Source: an optimization exercise on an open RTL-to-GDS flow (aim: small area). Production flows keep margins and buffers that such runs may drop.
In this exercise RTL edits were held to simulation tests only and were not proved equivalent to the original.
Power is estimated from default activity; no workload was simulated.

==> flow/flow/downsize.tcl <==
# Swaps every combinational cell of the synthesized netlist for the smallest cell of its
# family (same function and pins, lowest drive strength). The placement steps' repair_design
# and the clock-tree step's repair_timing then size up whatever needs more drive.
# Registers, buffers, tap and tie cells are left as they are.
# Reads and writes the ODB named by DOWNSIZE_ODB. (The platform's don't-use cells are all
# lpflow_/probe cells, whose names the family pattern below never matches.)
set db [ord::get_db]
read_db $::env(DOWNSIZE_ODB)
# Smallest master of each family, from the loaded libraries.
array set best {}
foreach lib [$db getLibs] {
  foreach m [$lib getMasters] {
    set n [$m getName]
    if {![regexp {^(sky130_fd_sc_hd__[a-z0-9]+)_([0-9]+)$} $n -> fam str]} continue
    set a [expr {[$m getWidth] * [$m getHeight]}]
    if {![info exists best($fam)] || $a < [lindex $best($fam) 1]} { set best($fam) [list $m $a] }
  }
}
set swapped 0
set saved 0
foreach inst [[[$db getChip] getBlock] getInsts] {
  set m [$inst getMaster]
  set n [$m getName]
  if {![regexp {^(sky130_fd_sc_hd__([a-z0-9]+))_([0-9]+)$} $n -> fam base str]} continue
  if {[regexp {^(df|edf|sdf|dl|sdl|buf|clkbuf|clkdly|dlygate|dlymetal|tap|conb|fill|decap|diode|clkinv|inv)} $base]} continue
  if {![info exists best($fam)]} continue
  set nm [lindex $best($fam) 0]
  if {$nm eq $m} continue
  set d [expr {([$m getWidth] * [$m getHeight] - [lindex $best($fam) 1]) / 1e6}]
  if {[$inst swapMaster $nm]} { incr swapped; set saved [expr {$saved + $d}] }
}
puts "downsize: swapped $swapped cells, [format %.1f $saved] um2"
write_db $::env(DOWNSIZE_ODB)
==> flow/standard.sh <==
#!/bin/bash
# synth_recipe.tcl (not shown) runs the flow's synth.tcl, then flattens the netlist and writes it again
# the make line also repeats each setting of config.mk as NAME=value (left out here)
make -C /OpenROAD-flow-scripts/flow DESIGN_CONFIG=/design/flow/config.mk WORK_HOME=/design/flow/orfs CLKGATE_MAP_FILE= SYNTH_SCRIPT=/design/flow/synth_recipe.tcl "${@:-finish}"
==> flow/constraint.sdc <==
create_clock -name core_clock -period 6.0 [get_ports {clk}]
set_input_delay 1.2000 -clock core_clock [delete_from_list [all_inputs] [get_ports {clk}]]
set_output_delay 1.2000 -clock core_clock [all_outputs]
set_load 0.01 [all_outputs]
==> flow/config.mk <==
export PLATFORM = sky130hd
export DESIGN_NAME = perm_result_buf
export DESIGN_NICKNAME = perm_result_buf
export VERILOG_FILES = /design/flow/design.v
export SDC_FILE = /design/flow/constraint.sdc
export NUM_CORES = 4
export LEC_CHECK = 0
export CAP_MARGIN = 10
export CORE_MARGIN = 2
export CORE_UTILIZATION = 80
export PLACE_DENSITY = 0.85
export SLEW_MARGIN = 10
export SYNTH_HIERARCHICAL = 1
==> flow/design.v <==
module perm_result_buf #(
  parameter int NWORDS = 25,
  parameter int NBYTES = 8*NWORDS
) (
  input  logic        clk,
  input  logic        rst,
  input  logic        pushout,
  input  logic        firstout,
  input  logic [63:0] dout,
  output logic        stopout,
  input  logic        rd_req,
  input  logic [7:0]  rd_addr,
  input  logic [7:0]  rd_len,
  input  logic        rd_stall,
  output logic        rd_valid,
  output logic [7:0]  rd_data,
  output logic        rd_last,
  output logic        buf_full,
  input  logic        buf_release,
  output logic        rd_err,
  output logic        frame_err,
  output logic        ovf_err
);
  localparam logic [1:0] EMPTY = 2'd0, FILL = 2'd1, FULL = 2'd2, READ = 2'd3;
  logic [1:0]  state;
  logic [4:0]  word_cnt;      
  logic [7:0]  ptr;           
  logic [7:0]  ptr_d;         
  logic [7:0]  rem;           
  logic [63:0] mem [NWORDS];
  logic [NWORDS-1:0] ph;      
  logic [4:0]  tgt;
  logic        act, wr_en, acc, consume;
  assign act    = state == EMPTY || state == FILL;
  assign wr_en  = pushout & ((state == EMPTY & firstout) | state == FILL);
  assign tgt    = (pushout & firstout) ? 5'd0 : word_cnt;
  assign acc    = rd_len != 8'd0 && ({1'b0, rd_addr} + {1'b0, rd_len} <= 9'(NBYTES));
  for (genvar i = 0; i < NWORDS; i++) begin : g_word
    logic w, k;
    assign w = wr_en & (tgt == 5'(i));
    assign k = ~(act & (tgt == 5'(i)));
    always_ff @(posedge clk) begin
      mem[i] <= ~((mem[i] | {64{w}}) & (dout | {64{k}}));
      ph[i]  <= ~((ph[i] | w) & k);
    end
  end
  logic [NWORDS-1:0] wsel_n;
  logic [7:0]        bsel;
  logic [63:0]       col_n;
  logic              ph_n;
  logic [7:0]        byt_n;
  always_comb begin
    for (int i = 0; i < NWORDS; i++) wsel_n[i] = ptr_d[7:3] != 5'(i);
    for (int k = 0; k < 8; k++) bsel[k] = ptr_d[2:0] == 3'(k);
  end
  for (genvar j = 0; j < 64; j++) begin : g_col
    logic [NWORDS-1:0] d;
    for (genvar i = 0; i < NWORDS; i++) begin : g_d
      assign d[i] = mem[i][j];
    end
    prb_col u_col (.d(d), .sel_n(wsel_n), .y_n(col_n[j]));
  end
  prb_col u_ph (.d(ph), .sel_n(wsel_n), .y_n(ph_n));
  for (genvar b = 0; b < 8; b++) begin : g_byte
    logic [3:0] u;
    for (genvar q = 0; q < 4; q++) begin : g_sel
      prb_a22oi u_sel (.a1(col_n[16*q+b]), .a2(bsel[2*q]), .b1(col_n[16*q+8+b]), .b2(bsel[2*q+1]), .y(u[q]));
    end
    prb_nand4 u_byte (.a(u[0]), .b(u[1]), .c(u[2]), .d(u[3]), .y(byt_n[b]));
  end
  assign rd_last  = rd_valid & (rem == 8'd1);
  assign buf_full = state[1];
  assign consume = state == READ && !buf_release && rd_valid && !rd_stall;
  assign ptr_d = ptr + 8'(consume);
  always_ff @(posedge clk) begin
    ptr     <= state == FULL ? rd_addr : ptr_d;
    rd_data <= byt_n ^ {8{ph_n}};
    rem      <= state == FULL ? rd_len : rem - 8'(consume);
    word_cnt <= (state == EMPTY || (pushout && firstout)) ? 5'd1 : word_cnt + 5'(pushout);
  end
  always_ff @(posedge clk or negedge rst) begin
    if (!rst) begin
      state     <= EMPTY;
      stopout   <= 1'b1;
      rd_valid  <= 1'b0;
      rd_err    <= 1'b0;
      frame_err <= 1'b0;
      ovf_err   <= 1'b0;
    end else begin
      rd_err    <= 1'b0;
      frame_err <= 1'b0;
      ovf_err   <= 1'b0;
      case (state)
        EMPTY: begin
          rd_err  <= rd_req;
          stopout <= 1'b0;
          if (pushout && firstout) state <= FILL;
          else frame_err <= pushout;
        end
        FILL: begin
          rd_err <= rd_req;
          if (pushout && firstout) frame_err <= 1'b1;
          else if (pushout && word_cnt == 5'(NWORDS-1)) begin
            state   <= FULL;
            stopout <= 1'b1;
          end
        end
        FULL: begin
          ovf_err <= pushout;
          if (buf_release) begin
            state   <= EMPTY;
            stopout <= 1'b0;
          end else if (rd_req && acc) state <= READ;
          else rd_err <= rd_req;
        end
        default: begin
          ovf_err <= pushout;
          rd_err  <= rd_req;
          if (buf_release) begin
            state    <= EMPTY;
            stopout  <= 1'b0;
            rd_valid <= 1'b0;
          end else if (!rd_valid) rd_valid <= 1'b1;
          else if (!rd_stall && rem == 8'd1) begin
            rd_valid <= 1'b0;
            state    <= FULL;
          end
        end
      endcase
    end
  end
endmodule
module prb_o22ai (input logic a1, a2, b1, b2, output logic y);
  assign y = ~((a1 | a2) & (b1 | b2));
endmodule
module prb_nor4 (input logic a, b, c, d, output logic y);
  assign y = ~(a | b | c | d);
endmodule
module prb_o2111ai (input logic a1, a2, b1, c1, d1, output logic y);
  assign y = ~((a1 | a2) & b1 & c1 & d1);
endmodule
module prb_a22oi (input logic a1, a2, b1, b2, output logic y);
  assign y = ~((a1 & a2) | (b1 & b2));
endmodule
module prb_nand4 (input logic a, b, c, d, output logic y);
  assign y = ~(a & b & c & d);
endmodule
module prb_col (input logic [24:0] d, sel_n, output logic y_n);
  logic [11:0] y;
  logic [2:0]  z;
  for (genvar p = 0; p < 12; p++) begin : g_pair
    prb_o22ai u_pair (.a1(d[2*p]), .a2(sel_n[2*p]), .b1(d[2*p+1]), .b2(sel_n[2*p+1]), .y(y[p]));
  end
  for (genvar q = 0; q < 3; q++) begin : g_oct
    prb_nor4 u_oct (.a(y[4*q]), .b(y[4*q+1]), .c(y[4*q+2]), .d(y[4*q+3]), .y(z[q]));
  end
  prb_o2111ai u_col (.a1(d[24]), .a2(sel_n[24]), .b1(z[0]), .c1(z[1]), .d1(z[2]), .y(y_n));
endmodule
==> flow/flow/run.sh <==
#!/bin/bash
# The standard layout (standard.sh, the ORFS flow, standard synthesis unchanged) with three
# changes: after floorplan every combinational cell is swapped for the smallest of its family
# (flow/downsize.tcl; the later repair steps size up what needs it); port buffers are buf_1
# instead of the default delay cell; and the clock tree is built from clkbuf_8 with 20-sink (at most 40 um wide)
# clusters and no dummy loads. Each ORFS step logs to orfs/logs/; make's output goes to
# standard.log, the downsizing step's to downsize.log.
set -uo pipefail
KNOBS=("BUFFER_PORTS_ARGS=-buffer_cell sky130_fd_sc_hd__buf_1"
  "CTS_ARGS=-sink_clustering_enable -repair_clock_nets -dont_use_dummy_load -sink_clustering_size 20 -sink_clustering_max_diameter 40 -buf_list sky130_fd_sc_hd__clkbuf_8")
bash standard.sh "${KNOBS[@]}" floorplan > standard.log 2>&1 || exit 1
RES=orfs/results/${FLOW_PLATFORM:-sky130hd}/perm_result_buf/base
DOWNSIZE_ODB=$RES/2_floorplan.odb \
  openroad -no_init -exit flow/downsize.tcl > downsize.log 2>&1 || exit 1
bash standard.sh "${KNOBS[@]}" finish >> standard.log 2>&1
==> summary.txt <==
per-stage QoR:
step / worst slack, ns / instance area, um2
after floorplan: 0.5683 / 56240
after global placement: 0.1826 / 56210
after detailed placement: 0.1131 / 56210
after CTS: 0.8038 / 58200
after global routing: 0.1946 / 58240
final: 0.3446 / 58260
worst max-delay path by stage:
stage	from	to	cells after the start
2_1_floorplan	buf_release	rd_data[0]	10
3_3_place_gp	buf_release	rd_data[7]	15
3_5_place_dp	buf_release	rd_data[5]	16
4_1_cts	state[1]	rd_data[5]	16
5_1_grt	state[1]	rd_data[6]	16
6_report	state[1]	rd_data[6]	15
cells by family after synthesis:
group                    synth area share (%)
adder cells (fa/ha/maj)                0.4360
AND/OR/NAND/NOR                         6.229
XOR/XNOR                               0.4183
flip-flops                              59.19
multiplexers                           0.2336
buffers and inverters                   3.942
AO/OA/AOI/OAI                           29.55
layout by cell type (no fill, tap or decap), types with 7 or more instances in the layout:
master / Yosys / final
a22oi_1: 1 / 33
buf_1: 80 / 98
buf_12: 0 / 49
buf_4: 1 / 124
clkbuf_8: 0 / 144
dfxtp_1: 1654 / 1654
diode_2: 0 / 12
ha_1: 18 / 18
inv_1: 10 / 10
mux2_1: 0 / 9
nand2_1: 86 / 41
nand2_4: 0 / 45
nand3_1: 9 / 7
nand4_1: 10 / 10
nor2_1: 31 / 21
nor2_4: 1 / 25
nor3_1: 11 / 12
nor4_1: 5 / 200
o2111ai_1: 1 / 66
o21ai_0: 13 / 13
o22ai_1: 2381 / 2381
xnor2_1: 10 / 11
xor2_1: 15 / 15
Yosys stat by module (local to each module, per instance), a selection:
module,cell area [um2],flops+latches
prb_o22ai,6.256,0
perm_result_buf,47500,1661
prb_nor4,12.51,0
prb_a22oi,12.51,0
prb_o2111ai,15.01,0
prb_nand4,6.256,0
power by group:
group	total, uW	switching [uW]	internal (uW)
registers	13900	1050	12900
logic	8510	5350	3160
clock network	5590	3450	2140
final cells by class:
cell class                 count  area, um2
tap                          940       1176
timing repair buffer         276       2325
inverter                      10      37.54
sequential                  1661      33290
clock buffer                 144       1982
antenna                       12      30.03
multi-input combinational   2989      19430
fill                        4059      11520
metal layers:
layer	wire (um)	part of all wire [%]	up-vias	GRT usage, %
li1	-	-	20720	-
met1	67220	33	24140	67.69
met2	81490	40	5541	75.66
met3	38000	18	1777	23.00
met4	19090	9.3	22	40.16
met5	180	0.087	-	0.7237
state kept, by name, indices dropped and copies added (netlist names):
name / cells
ptr: 8
state: 2
stopout: 1
rd_err: 1
ovf_err: 1
rd_data: 8
frame_err: 1
word_cnt: 5
mem: 1600
rd_valid: 1
rem: 8
ph: 25
critical path, delay by kind of cell, from the launching register on:
| family | cells | cell delay (ns) |
|---|---|---|
| AOI/OAI and AO/OA | 3 | 1.22 |
| xor gates and xnor gates | 2 | 0.68 |
| adders and majority gates | 3 | 0.83 |
| buffers and inverters | 1 | 0.40 |
| DFF | 1 | 0.41 |
| and+or+nand+nor | 6 | 1.95 |
==> summary.txt <==
* Post-Synthesis Cells at 5,192
* Number of I/O port buffers at 101
* Post-synthesis sequential area ratio at 59.19%
* Element type at the critical path start: register
* Yosys top cell area share at 58.87%
* Synth-to-Final Area Change at 3.597%
* Nets@finish at 5,188
* Die X at 269.1 um
* Relative slew slack at 6.994%
* # placed instances at 5,874
* Die ar. at 0.07244 mm2
* Yosys top cell by area: dfxtp_1
* Syn_nets at 5,298
* Top_reg_cell synth: dfxtp_1
* Post-route DRC at 0
* Power Density at 481.5 mW/mm2
* Vias per std cell at 8.654
* Final setup fails at 0
* Final Critical Period at 5.655 ns
* H-Tree Depth at 4
* Total of max-cap violations at 0
* Max clock buf depth at 3
* Clock-pin slew on the worst setup and hold paths at 0.08 ns
* Worst r2r path cells at 15
* Drt pass-1 iters at 10
* Layout cells sized above 1 at 7.913%
* I/O pins at 102
* Vias at 52.20k
* Worst r2r dst: rd_data[6]
* Iteration-0 DRC Markers at 9,666
* Post-CTS resize count at 0
* RR Startpoint: state[1]
* Mapped Area at 0.05624 mm2
* Synth warn at 8
* Post-route insts no fill at 6,032
* Ranking of synthesized cells by area: dfxtp_1, o22ai_1, nor4_2
* Worst-skew pair later-pin latency at 0.89 ns
* GRT Overall Usage at 54.51%
* Setup Skew at 0.08556 ns
* Worst slew pin tran at 1.395 ns
* Setup TNS at 0 ns
* Fin. Hold Viols at 0
* CP Max Fanout at 15
* GRT overflow at 0
* Unique masters post-synth at 71
* Initial Util at 80.59%
* Root Buffer: clkbuf_8
* Worst EP arrival at 6.33 ns
* CP Cell Sequence: ha_1, nor4bb_1, ha_1, ha_1, nand3_1, xnor2_1, nor3_1, nand2_4, buf_4, o22ai_1, nor4_1, o2111ai_1, a22oi_1, nand4_1, xor2_1
* Setup CP Type: reg2reg
* DR WL/cell at 34.15 um
* Largest net degree at the start of global routing at 67
* Post-synth EDFFs at 0
* Core box area at 0.06979 mm2
* Most frequent cells after synthesis: o22ai_1, dfxtp_1, clkbuf_1
* Vias in the first global route at 49.66k
* Final Max Slew Viols at 0
* Dpl hpwl at 109,600 um
* Final core utilization at 83.49%
* Final Cycle Share at 94.26%
* Max stage delay on crit path at 0.85 ns
* Antenna violations before repair at 16
* # Post-CTS Setup Buffers at 0
* Chip Height at 269.1 um
* Post-synthesis register bit count at 1,661
* Crit. End Element: register
* Row count at 97
* CTS tree: yes
* Leak Pwr at 0.02254 uW
* Top-count cell post-synth: o22ai_1
* Fmax at 0.1768 GHz
* Tot Pwr at 28,050 uW
* Hold buffers post-CTS at 0
* RSZ-0062 raised after global routing: false
* Status: no timing/DRC/antenna violations
* Worst vdd ir at 0.0002940 V
* Cell mode on critical path: ha_1
* Routed Wire Length at 206,000 um
* Worst hold path class: in2async
* First-pass GRT wire length at 303,300 um
* Placer Congestion at 0.9339
* Flop2flop setup slack at 0.34 ns
* Slowest stage cell on the critical path: a22oi_1
* Clk sinks at 1,661
* Hold slack at 0.2853 ns
* Final ANT Viol Nets at 0
* Avg Cell Area, Syn at 10.83 um2
* Cts bufs inserted at 144
* Ys async rst share at 0.4214%
* CP Data Required Time at 6.67 ns

## what the ideal ports hide
Ports are ideal in the flow. The routed layout listed here was re-timed in OpenROAD.
Step 1 (the two cells are an assumption about what drives the block):
set clk [get_ports {clk}]
set_driving_cell -lib_cell sky130_fd_sc_hd__clkbuf_16 $clk
set_driving_cell -lib_cell sky130_fd_sc_hd__buf_2 [delete_from_list [all_inputs] $clk]
Step 2 adds t to the input delays and takes it off the output delays; t is the mean of the earliest and latest rising clock arrival at the registers after step 1. Input paths then give back, and output paths get back, about the clock's delay inside the block.
Slacks: ideal ports / drivers / drivers and shift; pairs: ideal ports / drivers.
shift t [ns]: 0.911
setup WS [ns]: 0.345 / 0.345 / -0.420
hold slack, ns: 0.285 / 0.245 / 0.387
worst register clock-pin slew, ns: 0.11 / 0.11
cell pins on the clock port's net: 1
Met with ideal ports but missed after step 2: setup timing in this run. The setup slack of this run moves by 0.000 ns with the drivers and by -0.765 ns with both steps.
